Source: an optimization exercise on an open RTL-to-GDS flow (aim: small area, a short achievable clock period and few clock cycles). Production flows keep margins and buffers that such runs may drop. The RTL was checked by simulation tests, not by an equivalence proof against the original design. Power is estimated from default activity; no workload was simulated.

## flow/run.sh

```bash
#!/bin/bash
# synth_recipe.tcl (not shown) runs the flow's synth.tcl, then flattens the netlist and writes it again
# the make line also repeats each setting of config.mk as NAME=value (left out here)
make -C /OpenROAD-flow-scripts/flow DESIGN_CONFIG=/design/flow/config.mk WORK_HOME=/design/flow/orfs CLKGATE_MAP_FILE= SYNTH_SCRIPT=/design/flow/synth_recipe.tcl finish
```

## flow/constraint.sdc

```tcl
create_clock -name core_clock -period 13.0 [get_ports {clock}]
set_input_delay 2.6000 -clock core_clock [delete_from_list [all_inputs] [get_ports {clock}]]
set_output_delay 2.6000 -clock core_clock [all_outputs]
set_load 0.01 [all_outputs]
```

## flow/config.mk

```make
export PLATFORM = sky130hd
export DESIGN_NAME = chunk_bounds_centroid_reduce
export DESIGN_NICKNAME = chunk_bounds_centroid_reduce
export VERILOG_FILES = /design/flow/design.v
export SDC_FILE = /design/flow/constraint.sdc
export NUM_CORES = 4
export LEC_CHECK = 0
export CAP_MARGIN = 20
export CORE_MARGIN = 2
export CORE_UTILIZATION = 40
export SLEW_MARGIN = 20
```

## flow/design.v

```verilog
package cbcr_pkg;
   localparam int CHUNK_LEN_DEF = 256;
   localparam int POS_W   = 32;
   localparam int SCALE_W = 31;
   localparam int BOX_W   = 34;
   localparam int SIZE_W  = 33;
   localparam int CNT_OUT_W = 9;
   localparam int START_W = 32;
   localparam int AXES    = 3;
   typedef enum logic [1:0] {
      DIV_IDLE,
      DIV_RUN,
      DIV_HOLD
   } div_state_type;
   typedef struct packed {
      logic acc_en;      
      logic close;       
      logic div_step;    
      logic out_load;    
   } cmd_type;
   typedef struct packed {
      logic close_hit;   
   } status_type;
endpackage
module cbcr_div #(
   parameter int SUM_W = 40,
   parameter int CNT_W = 9
) (
   input  logic                    clock,
   input  logic                    load,
   input  logic                    step,
   input  logic signed [SUM_W-1:0] dividend,
   input  logic        [CNT_W-1:0] divisor,
   output logic        [cbcr_pkg::POS_W-1:0] quotient
);
   logic             neg_ff;
   logic [SUM_W-1:0] q_ff, q_in;
   logic [CNT_W-1:0] rem_ff, rem_in;
   logic [CNT_W-1:0] d_ff;
   logic [CNT_W:0]   rem_sh;
   logic [CNT_W:0]   diff;
   logic [cbcr_pkg::POS_W-1:0] q_low;
   always_comb begin
      rem_sh = {rem_ff, q_ff[SUM_W-1]};
      diff   = rem_sh - {1'b0, d_ff};
      if (load) begin
         q_in   = dividend[SUM_W-1] ? SUM_W'(-dividend) : SUM_W'(dividend);
         rem_in = '0;
      end else if (step) begin
         if (!diff[CNT_W]) begin
            rem_in = diff[CNT_W-1:0];
            q_in   = {q_ff[SUM_W-2:0], 1'b1};
         end else begin
            rem_in = rem_sh[CNT_W-1:0];
            q_in   = {q_ff[SUM_W-2:0], 1'b0};
         end
      end else begin
         rem_in = rem_ff;
         q_in   = q_ff;
      end
   end
   always_ff @(posedge clock) begin
      q_ff   <= q_in;
      rem_ff <= rem_in;
      if (load) begin
         neg_ff <= dividend[SUM_W-1];
         d_ff   <= divisor;
      end
   end
   assign q_low    = q_ff[cbcr_pkg::POS_W-1:0];
   assign quotient = neg_ff ? (~q_low + cbcr_pkg::POS_W'(1)) : q_low;
endmodule
module cbcr_ctrl #(
   parameter int SUM_W = 40
) (
   input  logic       clock,
   input  logic       reset,
   input  logic       req_tvalid,
   output logic       req_tready,
   output logic       rsp_tvalid,
   input  logic       rsp_tready,
   input  cbcr_pkg::status_type status,
   output cbcr_pkg::cmd_type    cmd
);
   localparam int STEP_W = $clog2(SUM_W);
   cbcr_pkg::div_state_type     state_ff, state_in;
   logic [STEP_W-1:0] step_ff, step_in;
   logic              out_valid_ff, out_valid_in;
   logic              step_last;
   logic              out_free;
   assign step_last = (step_ff == STEP_W'(SUM_W - 1));
   assign out_free  = !out_valid_ff || rsp_tready;
   always_comb begin
      state_in = state_ff;
      unique case (state_ff)
         cbcr_pkg::DIV_IDLE: if (cmd.close) state_in = cbcr_pkg::DIV_RUN;
         cbcr_pkg::DIV_RUN:  if (step_last) state_in = cbcr_pkg::DIV_HOLD;
         cbcr_pkg::DIV_HOLD: if (out_free)  state_in = cbcr_pkg::DIV_IDLE;
         default:  state_in = cbcr_pkg::DIV_IDLE;
      endcase
   end
   always_comb begin
      req_tready   = (state_ff == cbcr_pkg::DIV_IDLE) || !status.close_hit;
      cmd.acc_en   = req_tvalid && req_tready;
      cmd.close    = cmd.acc_en && status.close_hit;
      cmd.div_step = (state_ff == cbcr_pkg::DIV_RUN);
      cmd.out_load = (state_ff == cbcr_pkg::DIV_HOLD) && out_free;
      step_in      = cmd.div_step ? step_ff + STEP_W'(1) : '0;
      if (cmd.out_load) begin
         out_valid_in = 1'b1;
      end else if (rsp_tready) begin
         out_valid_in = 1'b0;
      end else begin
         out_valid_in = out_valid_ff;
      end
   end
   assign rsp_tvalid = out_valid_ff;
   always_ff @(posedge clock) begin
      if (reset) begin
         state_ff     <= cbcr_pkg::DIV_IDLE;
         step_ff      <= '0;
         out_valid_ff <= 1'b0;
      end else begin
         state_ff     <= state_in;
         step_ff      <= step_in;
         out_valid_ff <= out_valid_in;
      end
   end
endmodule
module cbcr_datapath #(
   parameter int CHUNK_LEN = cbcr_pkg::CHUNK_LEN_DEF,
   parameter int SUM_W     = 40,
   parameter int CNT_W     = 9
) (
   input  logic                       clock,
   input  logic                       reset,
   input  cbcr_pkg::cmd_type                    cmd,
   output cbcr_pkg::status_type                 status,
   input  logic signed [cbcr_pkg::POS_W-1:0]    pos_x,
   input  logic signed [cbcr_pkg::POS_W-1:0]    pos_y,
   input  logic signed [cbcr_pkg::POS_W-1:0]    pos_z,
   input  logic        [cbcr_pkg::SCALE_W-1:0]  scale_x,
   input  logic        [cbcr_pkg::SCALE_W-1:0]  scale_y,
   input  logic        [cbcr_pkg::SCALE_W-1:0]  scale_z,
   input  logic                       final_splat,
   output logic        [cbcr_pkg::START_W-1:0]  chunk_start,
   output logic        [cbcr_pkg::CNT_OUT_W-1:0] chunk_count,
   output logic signed [cbcr_pkg::POS_W-1:0]    center_x,
   output logic signed [cbcr_pkg::POS_W-1:0]    center_y,
   output logic signed [cbcr_pkg::POS_W-1:0]    center_z,
   output logic        [cbcr_pkg::SCALE_W-1:0]  largest_radius,
   output logic signed [cbcr_pkg::BOX_W-1:0]    box_min_x,
   output logic signed [cbcr_pkg::BOX_W-1:0]    box_min_y,
   output logic signed [cbcr_pkg::BOX_W-1:0]    box_min_z,
   output logic        [cbcr_pkg::SIZE_W-1:0]   box_size_x,
   output logic        [cbcr_pkg::SIZE_W-1:0]   box_size_y,
   output logic        [cbcr_pkg::SIZE_W-1:0]   box_size_z
);
   logic signed [cbcr_pkg::POS_W-1:0]   pos [cbcr_pkg::AXES];
   logic        [cbcr_pkg::SCALE_W-1:0] radius;
   logic        [CNT_W-1:0]   count_new;
   logic signed [SUM_W-1:0]   sum_ff [cbcr_pkg::AXES];
   logic signed [SUM_W-1:0]   sum_in [cbcr_pkg::AXES];
   logic signed [cbcr_pkg::BOX_W-1:0]   lo_ff  [cbcr_pkg::AXES];
   logic signed [cbcr_pkg::BOX_W-1:0]   lo_in  [cbcr_pkg::AXES];
   logic signed [cbcr_pkg::BOX_W-1:0]   hi_ff  [cbcr_pkg::AXES];
   logic signed [cbcr_pkg::BOX_W-1:0]   hi_in  [cbcr_pkg::AXES];
   logic        [cbcr_pkg::SCALE_W-1:0] peak_ff, peak_in;
   logic        [CNT_W-1:0]   fill_ff;
   logic        [cbcr_pkg::START_W-1:0] start_ff;
   logic        [cbcr_pkg::START_W-1:0] snap_start_ff;
   logic        [CNT_W-1:0]   snap_count_ff;
   logic        [cbcr_pkg::SCALE_W-1:0] snap_peak_ff;
   logic signed [cbcr_pkg::BOX_W-1:0]   snap_lo_ff [cbcr_pkg::AXES];
   logic signed [cbcr_pkg::BOX_W-1:0]   snap_hi_ff [cbcr_pkg::AXES];
   logic        [cbcr_pkg::POS_W-1:0]   quot [cbcr_pkg::AXES];
   logic        [cbcr_pkg::START_W-1:0]   o_start_ff;
   logic        [cbcr_pkg::CNT_OUT_W-1:0] o_count_ff;
   logic signed [cbcr_pkg::POS_W-1:0]     o_center_ff [cbcr_pkg::AXES];
   logic        [cbcr_pkg::SCALE_W-1:0]   o_peak_ff;
   logic signed [cbcr_pkg::BOX_W-1:0]     o_min_ff    [cbcr_pkg::AXES];
   logic        [cbcr_pkg::SIZE_W-1:0]    o_size_ff   [cbcr_pkg::AXES];
   logic signed [cbcr_pkg::BOX_W-1:0]     extent      [cbcr_pkg::AXES];
   assign pos[0] = pos_x;
   assign pos[1] = pos_y;
   assign pos[2] = pos_z;
   always_comb begin
      radius = scale_x;
      if (scale_y > radius) radius = scale_y;
      if (scale_z > radius) radius = scale_z;
      count_new = fill_ff + CNT_W'(1);
      status.close_hit = (fill_ff == CNT_W'(CHUNK_LEN - 1)) || final_splat;
      peak_in = (radius > peak_ff) ? radius : peak_ff;
      for (int k = 0; k < cbcr_pkg::AXES; k++) begin
         sum_in[k] = sum_ff[k] + SUM_W'(pos[k]);
         lo_in[k]  = cbcr_pkg::BOX_W'(pos[k]) - $signed({3'b000, radius});
         hi_in[k]  = cbcr_pkg::BOX_W'(pos[k]) + $signed({3'b000, radius});
         if (fill_ff != '0) begin
            if (lo_ff[k] < lo_in[k]) lo_in[k] = lo_ff[k];
            if (hi_ff[k] > hi_in[k]) hi_in[k] = hi_ff[k];
         end
      end
   end
   always_ff @(posedge clock) begin
      if (reset) begin
         fill_ff  <= '0;
         start_ff <= '0;
         peak_ff  <= '0;
         for (int k = 0; k < cbcr_pkg::AXES; k++) sum_ff[k] <= '0;
      end else if (cmd.close) begin
         fill_ff  <= '0;
         start_ff <= start_ff + cbcr_pkg::START_W'(count_new);
         peak_ff  <= '0;
         for (int k = 0; k < cbcr_pkg::AXES; k++) sum_ff[k] <= '0;
      end else if (cmd.acc_en) begin
         fill_ff  <= count_new;
         peak_ff  <= peak_in;
         for (int k = 0; k < cbcr_pkg::AXES; k++) sum_ff[k] <= sum_in[k];
      end
   end
   always_ff @(posedge clock) begin
      if (cmd.acc_en) begin
         for (int k = 0; k < cbcr_pkg::AXES; k++) begin
            lo_ff[k] <= lo_in[k];
            hi_ff[k] <= hi_in[k];
         end
      end
      if (cmd.close) begin
         snap_start_ff <= start_ff;
         snap_count_ff <= count_new;
         snap_peak_ff  <= peak_in;
         for (int k = 0; k < cbcr_pkg::AXES; k++) begin
            snap_lo_ff[k] <= lo_in[k];
            snap_hi_ff[k] <= hi_in[k];
         end
      end
   end
   for (genvar g = 0; g < cbcr_pkg::AXES; g++) begin : g_div
      cbcr_div #(
         .SUM_W (SUM_W),
         .CNT_W (CNT_W)
      ) u_div (
         .clock    (clock),
         .load     (cmd.close),
         .step     (cmd.div_step),
         .dividend (sum_in[g]),
         .divisor  (count_new),
         .quotient (quot[g])
      );
   end
   always_comb begin
      for (int k = 0; k < cbcr_pkg::AXES; k++) extent[k] = snap_hi_ff[k] - snap_lo_ff[k];
   end
   always_ff @(posedge clock) begin
      if (cmd.out_load) begin
         o_start_ff <= snap_start_ff;
         o_count_ff <= cbcr_pkg::CNT_OUT_W'(snap_count_ff);
         o_peak_ff  <= snap_peak_ff;
         for (int k = 0; k < cbcr_pkg::AXES; k++) begin
            o_center_ff[k] <= $signed(quot[k]);
            o_min_ff[k]    <= snap_lo_ff[k];
            o_size_ff[k]   <= extent[k][cbcr_pkg::SIZE_W-1:0];
         end
      end
   end
   assign chunk_start    = o_start_ff;
   assign chunk_count    = o_count_ff;
   assign largest_radius = o_peak_ff;
   assign center_x       = o_center_ff[0];
   assign center_y       = o_center_ff[1];
   assign center_z       = o_center_ff[2];
   assign box_min_x      = o_min_ff[0];
   assign box_min_y      = o_min_ff[1];
   assign box_min_z      = o_min_ff[2];
   assign box_size_x     = o_size_ff[0];
   assign box_size_y     = o_size_ff[1];
   assign box_size_z     = o_size_ff[2];
endmodule
module chunk_bounds_centroid_reduce #(
   parameter int CHUNK_LEN = cbcr_pkg::CHUNK_LEN_DEF
) (
   input  logic         clock,
   input  logic         reset,
   input  logic         req_tvalid,
   output logic         req_tready,
   input  logic [191:0] req_tdata,
   input  logic         req_tlast,
   output logic         rsp_tvalid,
   input  logic         rsp_tready,
   output logic [375:0] rsp_tdata
);
   localparam int SUM_W = cbcr_pkg::POS_W + $clog2(CHUNK_LEN);
   localparam int CNT_W = $clog2(CHUNK_LEN + 1);
   cbcr_pkg::cmd_type    cmd;
   cbcr_pkg::status_type status;
   logic        [cbcr_pkg::START_W-1:0]   chunk_start;
   logic        [cbcr_pkg::CNT_OUT_W-1:0] chunk_count;
   logic signed [cbcr_pkg::POS_W-1:0]     center_x, center_y, center_z;
   logic        [cbcr_pkg::SCALE_W-1:0]   largest_radius;
   logic signed [cbcr_pkg::BOX_W-1:0]     box_min_x, box_min_y, box_min_z;
   logic        [cbcr_pkg::SIZE_W-1:0]    box_size_x, box_size_y, box_size_z;
   cbcr_ctrl #(
      .SUM_W (SUM_W)
   ) u_ctrl (
      .clock      (clock),
      .reset      (reset),
      .req_tvalid (req_tvalid),
      .req_tready (req_tready),
      .rsp_tvalid (rsp_tvalid),
      .rsp_tready (rsp_tready),
      .status     (status),
      .cmd        (cmd)
   );
   cbcr_datapath #(
      .CHUNK_LEN  (CHUNK_LEN),
      .SUM_W      (SUM_W),
      .CNT_W      (CNT_W)
   ) u_datapath (
      .clock          (clock),
      .reset          (reset),
      .cmd            (cmd),
      .status         (status),
      .pos_x          (req_tdata[31:0]),
      .pos_y          (req_tdata[63:32]),
      .pos_z          (req_tdata[95:64]),
      .scale_x        (req_tdata[126:96]),
      .scale_y        (req_tdata[157:127]),
      .scale_z        (req_tdata[188:158]),
      .final_splat    (req_tlast),
      .chunk_start    (chunk_start),
      .chunk_count    (chunk_count),
      .center_x       (center_x),
      .center_y       (center_y),
      .center_z       (center_z),
      .largest_radius (largest_radius),
      .box_min_x      (box_min_x),
      .box_min_y      (box_min_y),
      .box_min_z      (box_min_z),
      .box_size_x     (box_size_x),
      .box_size_y     (box_size_y),
      .box_size_z     (box_size_z)
   );
   assign rsp_tdata = {7'b0000000,
                       box_size_z, box_size_y, box_size_x,
                       box_min_z, box_min_y, box_min_x,
                       largest_radius,
                       center_z, center_y, center_x,
                       chunk_count, chunk_start};
endmodule
```

==> flow_summary_export.csv <==
group,metric,value,unit
run_status,status,"no timing/DRC/antenna violations",
sta,hold_violations,0,
yosys,ys_types,114,
power,peakVddDrop,0.118,mV
cells_and_area,fin_nets,9969,
floorplanning,design.die.area,0.193,mm^2
power,powerDensity,176,mW/mm^2
cells_and_area,final_area,0.0966,mm^2
placed_design,place_congestion,0.985,
yosys,synthesis.area,0.0758,mm^2
clock_tree,cts-root-buf,"clkbuf_16",
sta,finalCritPeriodShare,96.3,%
yosys,synth_top_family_by_area,"compound AO/OA/AOI/OAI gates",
routing,drc,0,
worst_setup_path,slowest_stage,"or4_1",
worst_setup_path,end_kind,"flip-flop",
worst_setup_path,worstPathMaxFanout,12,
cells_and_area,final_cell_mix,"edfxtp_1 (969), buf_4 (911), ha_1 (742)",
grt,grt_overflow,0,
worst_setup_path,slowest_delay,0.51,ns
yosys,synth_warnings,30,
placed_design,dpl_cell_area,0.0913,mm^2
placed_design,hpwl,196000,um
worst_setup_path,required,13.60,ns
yosys,synth_area_per_cell,9.96,um^2
yosys,synth_compound_area_share,16.3,%
sta,tightest_slew,1.15,ns
worst_hold_path,hp-class,"flip-flop to flip-flop",
routing,ant_nets,0,
worst_setup_path,crit_arrival,13.12,ns
cells_and_area,layout-drive-gt1-share,14.5,%
clock_tree,clk_path_buf_depth,3,
yosys,synth-simple-area-share,12.2,%
floorplanning,die_h,439,um
routing,initialDrtViolationCount,3970,
clock_tree,clock_latency,0.82,ns
routing,dr.pass1.iters,6,
grt,grt_usage,25.0,%
worst_setup_path,start_kind,"input pin",
power,p_leak,0.0405,uW
sta,slew-limit-headroom,23.3,%
yosys,synthAdderAreaFrac,12.7,%
yosys,syn_inst,7607,
placed_design,portBuffers,564,
floorplanning,rows,159,
clock_tree,cts_tree,"yes",
routing,wl,248000,um
floorplanning,start_util,40.3,%
yosys,synth-edff-count,969,
clock_tree,path_clk_slew,0.06,ns
cells_and_area,syn2layout_area_growth,27.5,%
worst_setup_path,path_common_cell,"buf_4",
routing,avgRoutedWirePerCell,21.3,um
sta,setup_viol,0,
yosys,ys_ff_latch,1197,
sta,tns,0,ns
floorplanning,die_w,439,um
yosys,synth_mux_area_share,3.13,%
routing,vias,62000,
clock_tree,cts_hold_buffers,0,
yosys,synthXorXnorAreaFrac,6.99,%
clock_tree,numClockSinks,1197,
yosys,synthFlopType,"edfxtp_1",
sta,drv_slew,0,
sta,clock_skew,0.0483,ns
floorplanning,coreArea,0.188,mm^2
clock_tree,cts_htree_levels,4,
sta,max_freq,79.9,MHz
grt,antenna_found_initial,26,
grt,grt_pass1_wl,365000,um
cells_and_area,fill_cells,17000,
yosys,ys_seq_area_share,44.4,%
run,cap_viol_max_count,0,
yosys,async_flop_share,0,%
grt,grt_max_degree,169,
worst_setup_path,worst-setup-path-type,"input pin to flip-flop",
routing,vias_per_cell,5.32,
grt,grt_pass1_vias,60400,
clock_tree,cts_buffers,142,
sta,period_minus_slack,12.52,ns
cells_and_area,layout_commonest_cell,"edfxtp_1",
floorplanning,io_pins,575,
-- power by group --
group / switching (uW) / internal, uW / leakage [uW] / total, uW
registers: 348 / 5110 / 0.0109 / 5450
logic: 4020 / 3350 / 0.0272 / 7370
clock network: 1760 / 2450 / 0.00238 / 4210
total: 6120 / 10900 / 0.0405 / 17000
-- layout make-up --
class	instances	area (um^2)	share of cell area, %
diodes	19	47.5	0.0492
clock buffers	169	3730	3.86
clock inverters	93	1230	1.27
inverters	598	2260	2.34
multi-input cells	5558	39200	40.6
flip-flops and latches	1197	33700	34.8
well taps	2495	3120	3.23
repair buffers	1517	13300	13.8
-- cells in the mapped netlist (39+ instances only) --
| library cell | count | share of area, % |
|---|---|---|
| edfxtp_1 | 969 | 38 |
| ha_1 | 742 | 12 |
| nand2_1 | 667 | 3.3 |
| a21oi_1 | 651 | 4.3 |
| inv_1 | 595 | 2.9 |
| nor2_1 | 524 | 2.6 |
| o21ai_0 | 508 | 3.4 |
| xnor2_1 | 447 | 5.2 |
| clkbuf_1 | 228 | 1.1 |
| dfxtp_1 | 228 | 6.0 |
| mux2i_1 | 221 | 2.9 |
| a21o_1 | 207 | 2.1 |
| xor2_1 | 158 | 1.8 |
| nor3_1 | 119 | 0.79 |
| nand3_1 | 97 | 0.64 |
| nand4_1 | 87 | 0.72 |
| o21bai_1 | 83 | 0.82 |
| nand2b_1 | 82 | 0.68 |
| nor2b_1 | 80 | 0.66 |
| a211oi_1 | 74 | 0.73 |
| o21a_1 | 71 | 0.70 |
| o31ai_1 | 64 | 0.63 |
| or3_1 | 55 | 0.45 |
| a31oi_1 | 49 | 0.40 |
| and3_1 | 44 | 0.36 |
| nor4_1 | 44 | 0.36 |
| o21ai_1 | 39 | 0.26 |
-- per-layer routing --
metal / wire, um / track usage (%) / up-vias
li1: - / - / 30300
met4: 14200 / 13.3 / 10
met3: 11500 / 3.72 / 434
met1: 102000 / 30.4 / 29700
met2: 120000 / 42.7 / 1468
met5: 69 / 0 / -
-- flip-flops by register name, summed over array words and instances (netlist names), 9 cells and up --
signal / cells
u_datapath.snap_hi_ff: 99
u_datapath.o_start_ff: 32
u_datapath.lo_ff: 102
u_datapath.start_ff: 32
u_datapath.snap_count_ff: 9
u_datapath.o_count_ff: 9
u_datapath.o_peak_ff: 31
u_datapath.snap_lo_ff: 102
u_datapath.o_size_ff: 99
u_datapath.g_div.u_div.rem_ff: 27
u_datapath.fill_ff: 9
u_datapath.snap_start_ff: 32
u_datapath.sum_ff: 120
u_datapath.o_min_ff: 102
u_datapath.o_center_ff: 96
u_datapath.snap_peak_ff: 31
u_datapath.hi_ff: 102
u_datapath.g_div.u_div.q_ff: 120
u_datapath.peak_ff: 31
-- through the flow --
stage               util (%)  worst slack (ns)  total power, uW  hold WS [ns]  std cells
floorplan                  -             0.161             9730         0.400       7613
global placement        48.6            -0.634            12600         0.402      11400
detailed placement      48.6            -0.726            12700         0.405      11400
CTS                     51.2             0.128            17000         0.402      11600
global route            51.4          -0.00507            18100         0.417      11600
finish                  51.4             0.478            17000         0.406      11600
-- critical path: cells and delay by family --
family | cells | cell delay [ns]
and+or+nand+nor | 11 | 2.72
muxes | 3 | 0.66
xor gates and xnor gates | 1 | 0.17
AOI/OAI and AO/OA | 16 | 2.92
buffers and inverters | 15 | 2.86
adders and majority gates | 4 | 1.16
-- worst paths after layout --
kind | start | endpoint | slack (ns) | depth (start not counted)
setup / recovery | req_tdata[112] | u_datapath.lo_ff[0][31] | 0.48 | 50
hold / removal | u_datapath.snap_peak_ff[15] | u_datapath.o_peak_ff[15] | 0.41 | 0
setup reg to reg | u_datapath.sum_ff[2][0] | u_datapath.g_div[2].u_div.q_ff[39] | 7.96 | 14
hold reg to reg | u_datapath.snap_peak_ff[15] | u_datapath.o_peak_ff[15] | 0.41 | 0
-- cells by family (layout without fill, tap and decap cells) --
family | Yosys count | in the layout
XOR/XNOR | 605 | 605
multiplexers | 235 | 235
flip-flops | 1197 | 1197
other | 1 | 26
buffers and inverters | 858 | 2377
adder cells (fa/ha/maj) | 758 | 758
AO/OA/AOI/OAI | 1997 | 1997
AND/OR/NAND/NOR | 1956 | 1956
-- timing repair --
action,in CTS,in global routing
setup endpoints to repair,0,332
resized for setup,0,49
setup buffers,0,4
Testbench counts, summed over its fixed seeds: cycles 76,991.

static timing again, ports no longer ideal:
In the flow no input, the clock included, has a driving cell. The finished layout below was timed again as built, in two steps.
Step 1 (the two cells are an assumption about what drives the block):
set clk [get_ports {clock}]
set_driving_cell -lib_cell sky130_fd_sc_hd__clkbuf_16 $clk
set_driving_cell -lib_cell sky130_fd_sc_hd__buf_2 [delete_from_list [all_inputs] $clk]
Step 2 times the ports against the registers' clock, not the clock port: input delays grow and output delays shrink by t, the midpoint of the rising clock arrivals with the driver on.
Slacks: ideal ports / drivers / drivers and shift; pairs: ideal ports / drivers.
t, ns: 0.889
slack for setup (ns): 0.478 / 0.490 / -0.399
slew at the worst register clock pin (ns): 0.07 / 0.07
With both steps, setup timing fails in this run, where it was met with ideal ports. The setup slack of this run moves by +0.012 ns with the drivers and by -0.877 ns with both steps.
